Source: an optimization exercise on an open RTL-to-GDS flow (aim: small area, a short achievable clock period and few clock cycles per item). Production flows keep margins and buffers that such runs may drop.
Where RTL was checked, it was by simulation tests only, not by an equivalence proof against the original.
Power is estimated from default activity; no workload was simulated.

==> flow/design.v (excerpt) <==
module fft_top (
  input  logic                       clk,
  input  logic                       reset_i,
  input  logic                       in_valid_i,
  output logic                       in_ready_o,
  input  logic [2*(4 + 4)-1:0] in_sample_i,
  output logic                       out_valid_o,
  input  logic                       out_ready_i,
  output logic [2*(4 + 4)-1:0] out_bin_o,
  output logic                       out_last_o
);
  logic [3:0][15:0] d_q, s_q, hi_q;
  logic [15:0]      bk1_q, bk3_q, bk5_q, bk7_q;
  logic [8:0]       z_q;
  logic             c7_q;
  logic [15:0]      out_q;
  logic             out_v_q, out_last_q;
  logic [2:0] fc_q;       
  logic       pa_cur_q;   
  logic [2:0] pa_q;       
  logic       bk_rdy_q;   
  logic [2:0] jc_q;       
  logic [2:0] ob_q;       
  logic       ir_q;       
  logic       rdy_q;      
  logic       vin_q;      
  logic [15:0] in_q;
  logic       st0_q, st1_q, w2_q, p2_q, p3_q, p4_q, p5_q, p6_q;
  logic       sa_d_q, sa_s0_q, sa_s1_q, sa_s2_q, sa_b1_q, sa_b3_q;
  logic       sb_d_q, sb_s1_q, sb_s2_q, sb_s3_q, sb_b5_q, sb_b7_q;
  logic       jx_q, j3_q;
  logic fire, start, step1, out_acc, ev, jstep;
  logic op;
  assign fire    = in_valid_i && rdy_q;
  assign op      = vin_q && ir_q;
  assign start   = st0_q;
  assign step1   = st1_q;
  assign out_acc = !out_v_q || out_ready_i;
  assign ev      = out_acc && (ob_q[2] || bk_rdy_q);
  assign jstep   = ev && !ob_q[2];
  logic [2:0] fc_n, pa_n, jc_n;
  logic       pa_cur_n, bk_rdy_n, ir_n;
  always_comb begin
    fc_n = op ? fc_q + 3'd1 : fc_q;
    if (op && fc_q == 3'd7)
      pa_cur_n = 1'b0;
    else if (start)
      pa_cur_n = 1'b1;
    else
      pa_cur_n = pa_cur_q;
    if (start)
      pa_n = 3'd1;
    else if (step1)
      pa_n = 3'd2;
    else if (pa_q >= 3'd2 && pa_q <= 3'd6)
      pa_n = pa_q + 3'd1;
    else
      pa_n = pa_q;
    if (p3_q)
      bk_rdy_n = 1'b1;
  ...
Settings: LEC_CHECK=0, ABC_AREA=1, CAP_MARGIN=20, CORE_MARGIN=2, CORE_UTILIZATION=40, SETUP_SLACK_MARGIN=3.0, SLEW_MARGIN=20; clock period 6.0 ns.
run.sh (not shown) runs the stock make flow with config.mk's settings and CLKGATE_MAP_FILE= SYNTH_SCRIPT=/design/flow/synth_recipe.tcl, a recipe that flattens the netlist after the stock synthesis.
Testbench counts at the start, summed over its fixed seeds: cycles 4,200, frames 512.
Then changed:
--- a/flow/design.v
+++ b/flow/design.v
@@ -10,39 +10,37 @@
   output logic [2*(4 + 4)-1:0] out_bin_o,
   output logic                       out_last_o
 );
   logic [3:0][15:0] d_q, s_q, hi_q;
   logic [15:0]      bk1_q, bk3_q, bk5_q, bk7_q;
   logic [8:0]       z_q;
   logic             c7_q;
   logic [15:0]      out_q;
-  logic             out_v_q, out_last_q;
+  logic             out_v_q;
   logic [2:0] fc_q;       
   logic       pa_cur_q;   
   logic [2:0] pa_q;       
   logic       bk_rdy_q;   
   logic [2:0] jc_q;       
   logic [2:0] ob_q;       
   logic       ir_q;       
-  logic       rdy_q;      
-  logic       vin_q;      
-  logic [15:0] in_q;
   logic       st0_q, st1_q, w2_q, p2_q, p3_q, p4_q, p5_q, p6_q;
   logic       sa_d_q, sa_s0_q, sa_s1_q, sa_s2_q, sa_b1_q, sa_b3_q;
   logic       sb_d_q, sb_s1_q, sb_s2_q, sb_s3_q, sb_b5_q, sb_b7_q;
   logic       jx_q, j3_q;
+  logic       evc_q;      
   logic fire, start, step1, out_acc, ev, jstep;
   logic op;
-  assign fire    = in_valid_i && rdy_q;
-  assign op      = vin_q && ir_q;
+  assign fire    = in_valid_i && ir_q;
+  assign op      = fire;
   assign start   = st0_q;
   assign step1   = st1_q;
   assign out_acc = !out_v_q || out_ready_i;
-  assign ev      = out_acc && (ob_q[2] || bk_rdy_q);
+  assign ev      = out_acc && evc_q;
   assign jstep   = ev && !ob_q[2];
   logic [2:0] fc_n, pa_n, jc_n;
   logic       pa_cur_n, bk_rdy_n, ir_n;
   always_comb begin
     fc_n = op ? fc_q + 3'd1 : fc_q;
     if (op && fc_q == 3'd7)
       pa_cur_n = 1'b0;
     else if (start)
@@ -114,19 +112,18 @@
     if (reset_i) begin
       fc_q     <= 3'd0;
       pa_cur_q <= 1'b0;
       pa_q     <= 3'd7;
       bk_rdy_q <= 1'b0;
       jc_q     <= 3'd4;
       ob_q     <= 3'd0;
       out_v_q  <= 1'b0;
+      evc_q    <= 1'b0;
       ir_q     <= 1'b1;
-      rdy_q    <= 1'b1;
-      vin_q    <= 1'b0;
       st0_q    <= 1'b0;
       st1_q    <= 1'b0;
       w2_q     <= 1'b0;
       p2_q     <= 1'b0;
       p3_q     <= 1'b0;
       p4_q     <= 1'b0;
       p5_q     <= 1'b0;
       p6_q     <= 1'b0;
@@ -141,31 +138,28 @@
       p5_q     <= (pa_n == 3'd5);
       p6_q     <= (pa_n == 3'd6);
       fc_q     <= fc_n;
       pa_cur_q <= pa_cur_n;
       pa_q     <= pa_n;
       bk_rdy_q <= bk_rdy_n;
       jc_q     <= jc_n;
       ir_q     <= ir_n;
-      vin_q    <= rdy_q ? in_valid_i : vin_q;
-      rdy_q    <= !(rdy_q ? in_valid_i : vin_q) || ir_n;
+      evc_q    <= (ev ? (ob_q[2] ^ (ob_q[1:0] == 2'd3)) : ob_q[2]) || bk_rdy_n;
       if (ev) begin
         ob_q    <= ob_q + 3'd1;
         out_v_q <= 1'b1;
       end else if (out_acc) begin
         out_v_q <= 1'b0;
       end
     end
   end
-  assign in_ready_o = rdy_q;
-  always_ff @(posedge clk) begin
-    if (rdy_q)
-      in_q <= in_sample_i;
-  end
+  assign in_ready_o = ir_q;
+  logic [15:0] in_q;
+  assign in_q = in_sample_i;
   logic [15:0] x_sum, x_dif;
   assign x_sum = {d_q[0][15:8] + in_q[15:8], d_q[0][7:0] + in_q[7:0]};
   assign x_dif = {d_q[0][15:8] - in_q[15:8], d_q[0][7:0] - in_q[7:0]};
   always_ff @(posedge clk) begin
     if (op) begin
       d_q[0] <= d_q[1];
       d_q[1] <= d_q[2];
       d_q[2] <= d_q[3];
@@ -242,19 +236,18 @@
     end
   end
   logic [15:0] x_lo, x_hi;
   assign x_lo = {s1_lr, jx_q ? s1_m : s1_p};
   assign x_hi = {s1_hr, jx_q ? s1_p : s1_m};
   always_ff @(posedge clk) begin
     if (ev) begin
       out_q      <= ob_q[2] ? hi_q[0] : x_lo;
-      out_last_q <= (ob_q == 3'd7);
       hi_q[0]    <= hi_q[1];
       hi_q[1]    <= hi_q[2];
       hi_q[2]    <= hi_q[3];
       hi_q[3]    <= x_hi;
     end
   end
   assign out_valid_o = out_v_q;
   assign out_bin_o   = out_q;
-  assign out_last_o  = out_last_q;
+  assign out_last_o  = (ob_q == 3'd0);
 endmodule
Effect:
- die area is lower by 2.4%
- wire length is higher by about 3%
- synthesized area is lower by about 2.5%
- cell count is higher by about 1%
- total power is higher by about 100%
- synthesized cell count is higher by about 0.6%
- maximum frequency is higher by about 4%
- count of clock-buffer cells in the layout is lower by 2
- clock power is higher by 11%
- utilization is higher by 1.5 points
- hold slack stays flat
- final area is higher by about 0.8%
- via count stays flat
Function not checked in the second run of this note: the RTL went through the layout flow alone.

========
Setup of harbor:
The RTL this note starts from:
==> flow/design.v <==
`timescale 1ns/1ps
module fft_top (
  input  logic                       clk,
  input  logic                       reset_i,
  input  logic                       in_valid_i,
  output logic                       in_ready_o,
  input  logic [2*(4 + 4)-1:0] in_sample_i,
  output logic                       out_valid_o,
  input  logic                       out_ready_i,
  output logic [2*(4 + 4)-1:0] out_bin_o,
  output logic                       out_last_o
);
  logic [3:0][15:0] d_q, s_q, hi_q;
  logic [15:0]      bk1_q, bk3_q, bk5_q, bk7_q;
  logic [8:0]       z_q;
  logic             c7_q;
  logic [15:0]      out_q;
  logic             out_v_q, out_last_q;
  logic [2:0] fc_q;       
  logic       pa_cur_q;   
  logic [2:0] pa_q;       
  logic       bk_rdy_q;   
  logic [2:0] jc_q;       
  logic [2:0] ob_q;       
  logic       ir_q;       
  logic fire, start, step1, out_acc, ev, jstep;
  assign fire    = in_valid_i && ir_q;
  assign start   = (pa_q == 3'd7) && !bk_rdy_q && (fc_q == 3'd7) && !pa_cur_q;
  assign step1   = (pa_q == 3'd1) && !pa_cur_q;
  assign out_acc = !out_v_q || out_ready_i;
  assign ev      = out_acc && (ob_q[2] || bk_rdy_q);
  assign jstep   = ev && !ob_q[2];
  logic [2:0] fc_n, pa_n, jc_n;
  logic       pa_cur_n, bk_rdy_n, ir_n;
  always_comb begin
    fc_n = fire ? fc_q + 3'd1 : fc_q;
    if (fire && fc_q == 3'd7)
      pa_cur_n = 1'b0;
    else if (start)
      pa_cur_n = 1'b1;
    else
      pa_cur_n = pa_cur_q;
    if (start)
      pa_n = 3'd1;
    else if (step1)
      pa_n = 3'd2;
    else if (pa_q >= 3'd2 && pa_q <= 3'd6)
      pa_n = pa_q + 3'd1;
    else
      pa_n = pa_q;
    if (pa_q == 3'd3)
      bk_rdy_n = 1'b1;
    else if (jstep && ob_q == 3'd3)
      bk_rdy_n = 1'b0;
    else
      bk_rdy_n = bk_rdy_q;
    if (pa_q == 3'd3)
      jc_n = 3'd0;
    else if (jstep)
      jc_n = jc_q + 3'd1;
    else
      jc_n = jc_q;
    case (fc_n)
      3'd0:             ir_n = (pa_n >= 3'd1);
      3'd1, 3'd2, 3'd3: ir_n = (pa_n >= 3'd2);
      3'd4, 3'd5:       ir_n = (pa_n >= 3'd4) && (jc_n >= 3'd1);
      3'd6:             ir_n = (pa_n >= 3'd4) && (jc_n >= 3'd3);
      default:          ir_n = pa_cur_n || (pa_n == 3'd7 && !bk_rdy_n);
    endcase
  end
  always_ff @(posedge clk) begin
    if (reset_i) begin
      fc_q     <= 3'd0;
      pa_cur_q <= 1'b0;
      pa_q     <= 3'd7;
      bk_rdy_q <= 1'b0;
      jc_q     <= 3'd4;
      ob_q     <= 3'd0;
      out_v_q  <= 1'b0;
      ir_q     <= 1'b1;
    end else begin
      fc_q     <= fc_n;
      pa_cur_q <= pa_cur_n;
      pa_q     <= pa_n;
      bk_rdy_q <= bk_rdy_n;
      jc_q     <= jc_n;
      ir_q     <= ir_n;
      if (ev) begin
        ob_q    <= ob_q + 3'd1;
        out_v_q <= 1'b1;
      end else if (out_acc) begin
        out_v_q <= 1'b0;
      end
    end
  end
  assign in_ready_o = ir_q;
  logic [15:0] x_sum, x_dif;
  assign x_sum = {d_q[0][15:8] + in_sample_i[15:8], d_q[0][7:0] + in_sample_i[7:0]};
  assign x_dif = {d_q[0][15:8] - in_sample_i[15:8], d_q[0][7:0] - in_sample_i[7:0]};
  always_ff @(posedge clk) begin
    if (fire) begin
      d_q[0] <= d_q[1];
      d_q[1] <= d_q[2];
      d_q[2] <= d_q[3];
      d_q[3] <= fc_q[2] ? x_dif : in_sample_i;
    end
  end
  logic        w2;
  logic [15:0] opa, opb;
  logic [7:0]  bx, by;
  logic [15:0] s1_lo, s1_hi;
  assign w2  = start || (pa_q == 3'd1);
  assign opa = w2 ? d_q[1] : (pa_q == 3'd2) ? s_q[0] : s_q[1];
  assign opb = w2 ? d_q[3] : (pa_q == 3'd2) ? s_q[2] : s_q[3];
  assign bx  = w2 ? opb[7:0]  : opb[15:8];
  assign by  = w2 ? opb[15:8] : opb[7:0];
  assign s1_lo = {opa[15:8] + bx, w2 ? opa[7:0] - by : opa[7:0] + by};
  assign s1_hi = {opa[15:8] - bx, w2 ? opa[7:0] + by : opa[7:0] - by};
  logic              tw7, tw_nr;
  logic signed [7:0] tw_r, tw_i;
  logic signed [8:0] tw_z;
  logic signed [12:0] tw_m;
  logic [7:0]        tw_f;
  assign tw7   = (pa_q == 3'd4) || (pa_q == 3'd5);
  assign tw_nr = (pa_q == 3'd3) || (pa_q == 3'd4);
  assign tw_r  = tw7 ? bk7_q[15:8] : bk5_q[15:8];
  assign tw_i  = tw7 ? bk7_q[7:0]  : bk5_q[7:0];
  assign tw_z  = tw_nr ? {tw_i[7], tw_i} - {tw_r[7], tw_r} : {tw_i[7], tw_i} + {tw_r[7], tw_r};
  assign tw_m  = {{4{z_q[8]}}, z_q} * 13'd11;
  assign tw_f  = tw_m[11:4];
  always_ff @(posedge clk) begin
    z_q <= tw_z;
    if (pa_q == 3'd6)
      c7_q <= (z_q[3:0] == 4'd0);
  end
  always_ff @(posedge clk) begin
    if (start) begin
      bk1_q <= s1_lo;                               
      bk3_q <= s1_hi;                               
    end
    if (step1) begin
      bk5_q <= s1_lo;                               
      bk7_q <= s1_hi;                               
    end
    if (pa_q == 3'd3) bk5_q[15:8] <= tw_f;          
    if (pa_q == 3'd4) bk5_q[7:0]  <= tw_f;          
    if (pa_q == 3'd5) bk7_q[15:8] <= tw_f;          
    if (pa_q == 3'd6) bk7_q[7:0]  <= tw_f;          
  end
  always_ff @(posedge clk) begin
    if (fire && fc_q[2])
      s_q[fc_q[1:0]] <= x_sum;
    if (pa_q == 3'd2) begin
      s_q[0] <= s1_lo;                              
      s_q[2] <= s1_hi;                              
    end
    if (pa_q == 3'd3) begin
      s_q[1] <= s1_lo;                              
      s_q[3] <= {s1_hi[7:0], s1_hi[15:8]};          
    end
  end
  logic [1:0]  j;
  logic [15:0] pa2, pb2;
  logic        inv, cin_lo, cin_hi;
  logic [7:0]  qy;
  logic [15:0] x_lo, x_hi;
  assign j   = ob_q[1:0];
  always_comb begin
    case (j)
      2'd0:    begin pa2 = s_q[0]; pb2 = s_q[1]; end
      2'd1:    begin pa2 = bk1_q;  pb2 = bk5_q;  end
      2'd2:    begin pa2 = s_q[2]; pb2 = s_q[3]; end
      default: begin pa2 = bk3_q;  pb2 = bk7_q;  end
    endcase
  end
  assign inv    = j[1];
  assign cin_lo = (j == 2'd2) || (j == 2'd3 && c7_q);
  assign cin_hi = !j[1] || (j == 2'd3 && !c7_q);
  assign qy     = pb2[7:0];
  assign x_lo = {pa2[15:8] + pb2[15:8], pa2[7:0] + (inv ? ~qy : qy) + 8'(cin_lo)};
  assign x_hi = {pa2[15:8] - pb2[15:8], pa2[7:0] + (inv ? qy : ~qy) + 8'(cin_hi)};
  always_ff @(posedge clk) begin
    if (ev) begin
      out_q      <= ob_q[2] ? hi_q[0] : x_lo;
      out_last_q <= (ob_q == 3'd7);
      hi_q[0]    <= hi_q[1];
      hi_q[1]    <= hi_q[2];
      hi_q[2]    <= hi_q[3];
      hi_q[3]    <= x_hi;
    end
  end
  assign out_valid_o = out_v_q;
  assign out_bin_o   = out_q;
  assign out_last_o  = out_last_q;
endmodule
Settings: LEC_CHECK=0, CAP_MARGIN=20, CORE_MARGIN=2, CORE_UTILIZATION=40, SLEW_MARGIN=20; clock period 6.0 ns.
The following lists how violet was set up differently from harbor:
diff --git a/flow/design.v b/flow/design.v
--- a/flow/design.v
+++ b/flow/design.v
@@ -23,10 +23,11 @@
   logic [2:0] jc_q;       
   logic [2:0] ob_q;       
   logic       ir_q;       
+  logic       st0_q, st1_q, w2_q, p2_q, p3_q, p4_q, p5_q, p6_q;
   logic fire, start, step1, out_acc, ev, jstep;
   assign fire    = in_valid_i && ir_q;
-  assign start   = (pa_q == 3'd7) && !bk_rdy_q && (fc_q == 3'd7) && !pa_cur_q;
-  assign step1   = (pa_q == 3'd1) && !pa_cur_q;
+  assign start   = st0_q;
+  assign step1   = st1_q;
   assign out_acc = !out_v_q || out_ready_i;
   assign ev      = out_acc && (ob_q[2] || bk_rdy_q);
   assign jstep   = ev && !ob_q[2];
@@ -48,13 +49,13 @@
       pa_n = pa_q + 3'd1;
     else
       pa_n = pa_q;
-    if (pa_q == 3'd3)
+    if (p3_q)
       bk_rdy_n = 1'b1;
     else if (jstep && ob_q == 3'd3)
       bk_rdy_n = 1'b0;
     else
       bk_rdy_n = bk_rdy_q;
-    if (pa_q == 3'd3)
+    if (p3_q)
       jc_n = 3'd0;
     else if (jstep)
       jc_n = jc_q + 3'd1;
@@ -78,7 +79,24 @@
       ob_q     <= 3'd0;
       out_v_q  <= 1'b0;
       ir_q     <= 1'b1;
+      st0_q    <= 1'b0;
+      st1_q    <= 1'b0;
+      w2_q     <= 1'b0;
+      p2_q     <= 1'b0;
+      p3_q     <= 1'b0;
+      p4_q     <= 1'b0;
+      p5_q     <= 1'b0;
+      p6_q     <= 1'b0;
     end else begin
+      st0_q    <= (pa_n == 3'd7) && !bk_rdy_n && (fc_n == 3'd7) && !pa_cur_n;
+      st1_q    <= (pa_n == 3'd1) && !pa_cur_n;
+      w2_q     <= ((pa_n == 3'd7) && !bk_rdy_n && (fc_n == 3'd7) && !pa_cur_n) ||
+                  (pa_n == 3'd1);
+      p2_q     <= (pa_n == 3'd2);
+      p3_q     <= (pa_n == 3'd3);
+      p4_q     <= (pa_n == 3'd4);
+      p5_q     <= (pa_n == 3'd5);
+      p6_q     <= (pa_n == 3'd6);
       fc_q     <= fc_n;
       pa_cur_q <= pa_cur_n;
       pa_q     <= pa_n;
@@ -109,9 +127,9 @@
   logic [15:0] opa, opb;
   logic [7:0]  bx, by;
   logic [15:0] s1_lo, s1_hi;
-  assign w2  = start || (pa_q == 3'd1);
-  assign opa = w2 ? d_q[1] : (pa_q == 3'd2) ? s_q[0] : s_q[1];
-  assign opb = w2 ? d_q[3] : (pa_q == 3'd2) ? s_q[2] : s_q[3];
+  assign w2  = w2_q;
+  assign opa = w2 ? d_q[1] : p2_q ? s_q[0] : s_q[1];
+  assign opb = w2 ? d_q[3] : p2_q ? s_q[2] : s_q[3];
   assign bx  = w2 ? opb[7:0]  : opb[15:8];
   assign by  = w2 ? opb[15:8] : opb[7:0];
   assign s1_lo = {opa[15:8] + bx, w2 ? opa[7:0] - by : opa[7:0] + by};
@@ -121,8 +139,8 @@
   logic signed [8:0] tw_z;
   logic signed [12:0] tw_m;
   logic [7:0]        tw_f;
-  assign tw7   = (pa_q == 3'd4) || (pa_q == 3'd5);
-  assign tw_nr = (pa_q == 3'd3) || (pa_q == 3'd4);
+  assign tw7   = p4_q || p5_q;
+  assign tw_nr = p3_q || p4_q;
   assign tw_r  = tw7 ? bk7_q[15:8] : bk5_q[15:8];
   assign tw_i  = tw7 ? bk7_q[7:0]  : bk5_q[7:0];
   assign tw_z  = tw_nr ? {tw_i[7], tw_i} - {tw_r[7], tw_r} : {tw_i[7], tw_i} + {tw_r[7], tw_r};
@@ -130,7 +148,7 @@
   assign tw_f  = tw_m[11:4];
   always_ff @(posedge clk) begin
     z_q <= tw_z;
-    if (pa_q == 3'd6)
+    if (p6_q)
       c7_q <= (z_q[3:0] == 4'd0);
   end
   always_ff @(posedge clk) begin
@@ -142,19 +160,19 @@
       bk5_q <= s1_lo;                               
       bk7_q <= s1_hi;                               
     end
-    if (pa_q == 3'd3) bk5_q[15:8] <= tw_f;          
-    if (pa_q == 3'd4) bk5_q[7:0]  <= tw_f;          
-    if (pa_q == 3'd5) bk7_q[15:8] <= tw_f;          
-    if (pa_q == 3'd6) bk7_q[7:0]  <= tw_f;          
+    if (p3_q) bk5_q[15:8] <= tw_f;          
+    if (p4_q) bk5_q[7:0]  <= tw_f;          
+    if (p5_q) bk7_q[15:8] <= tw_f;          
+    if (p6_q) bk7_q[7:0]  <= tw_f;          
   end
   always_ff @(posedge clk) begin
     if (fire && fc_q[2])
       s_q[fc_q[1:0]] <= x_sum;
-    if (pa_q == 3'd2) begin
+    if (p2_q) begin
       s_q[0] <= s1_lo;                              
       s_q[2] <= s1_hi;                              
     end
-    if (pa_q == 3'd3) begin
+    if (p3_q) begin
       s_q[1] <= s1_lo;                              
       s_q[3] <= {s1_hi[7:0], s1_hi[15:8]};          
     end
[summary]
Area of the die: violet vs harbor up about 1.6%
violet against harbor: routed wire length lost 3.7%, area fraction in compound gates after synthesis lost 0.58 points.
Summary: with harbor as the reference, non-clock buffer count in violet moved down by a little under 10%.
Compared with harbor, violet has extra setup slack.
Compared with harbor, violet shows a higher synthesis-to-layout area growth.
~same worst hold slack in violet and harbor
Per-cell via count in the routed design: violet vs harbor down 1.3%
Synthesized net count shrinks slightly when moving from harbor to violet.
Source of the critical timing path = fc_q[0]: harbor; source of the critical timing path = p2_q: violet
Function was not checked in any run of this note: the RTL went through the layout flow alone.

port drivers added, routing unchanged:
Ports are ideal in the flow. The routed layouts listed here were re-timed in OpenROAD.
Step 1 (the two cells are an assumption about what drives the block):
set clk [get_ports {clk}]
set_driving_cell -lib_cell sky130_fd_sc_hd__clkbuf_16 $clk
set_driving_cell -lib_cell sky130_fd_sc_hd__buf_2 [delete_from_list [all_inputs] $clk]
Step 2 moves the port delays by t, midway between the first and last clock arrival at a register: inputs arrive t later, outputs are due t later. That takes back most of the time a late clock gives input paths.
Three values: ideal ports, drivers, drivers and shift; two values: the first two.
run | t (ns) | slack for setup (ns) | hold slack, ns
the first run of note 1 | 0.601 | 2.922 / 2.922 / 2.688 | 0.411 / 0.411 / 0.411
the second run of note 1 | 0.599 | 3.039 / 3.027 / 2.541 | 0.409 / 0.409 / 0.409
harbor | 0.661 | 1.388 / 1.388 / 1.388 | 0.416 / 0.416 / 0.416
violet | 0.596 | 1.976 / 1.976 / 1.976 | 0.415 / 0.415 / 0.415
After both steps every run listed still meets setup and hold. For the second run of note 1, which loses most, drivers alone change the setup slack by -0.012 ns; drivers and shift together by -0.498 ns.
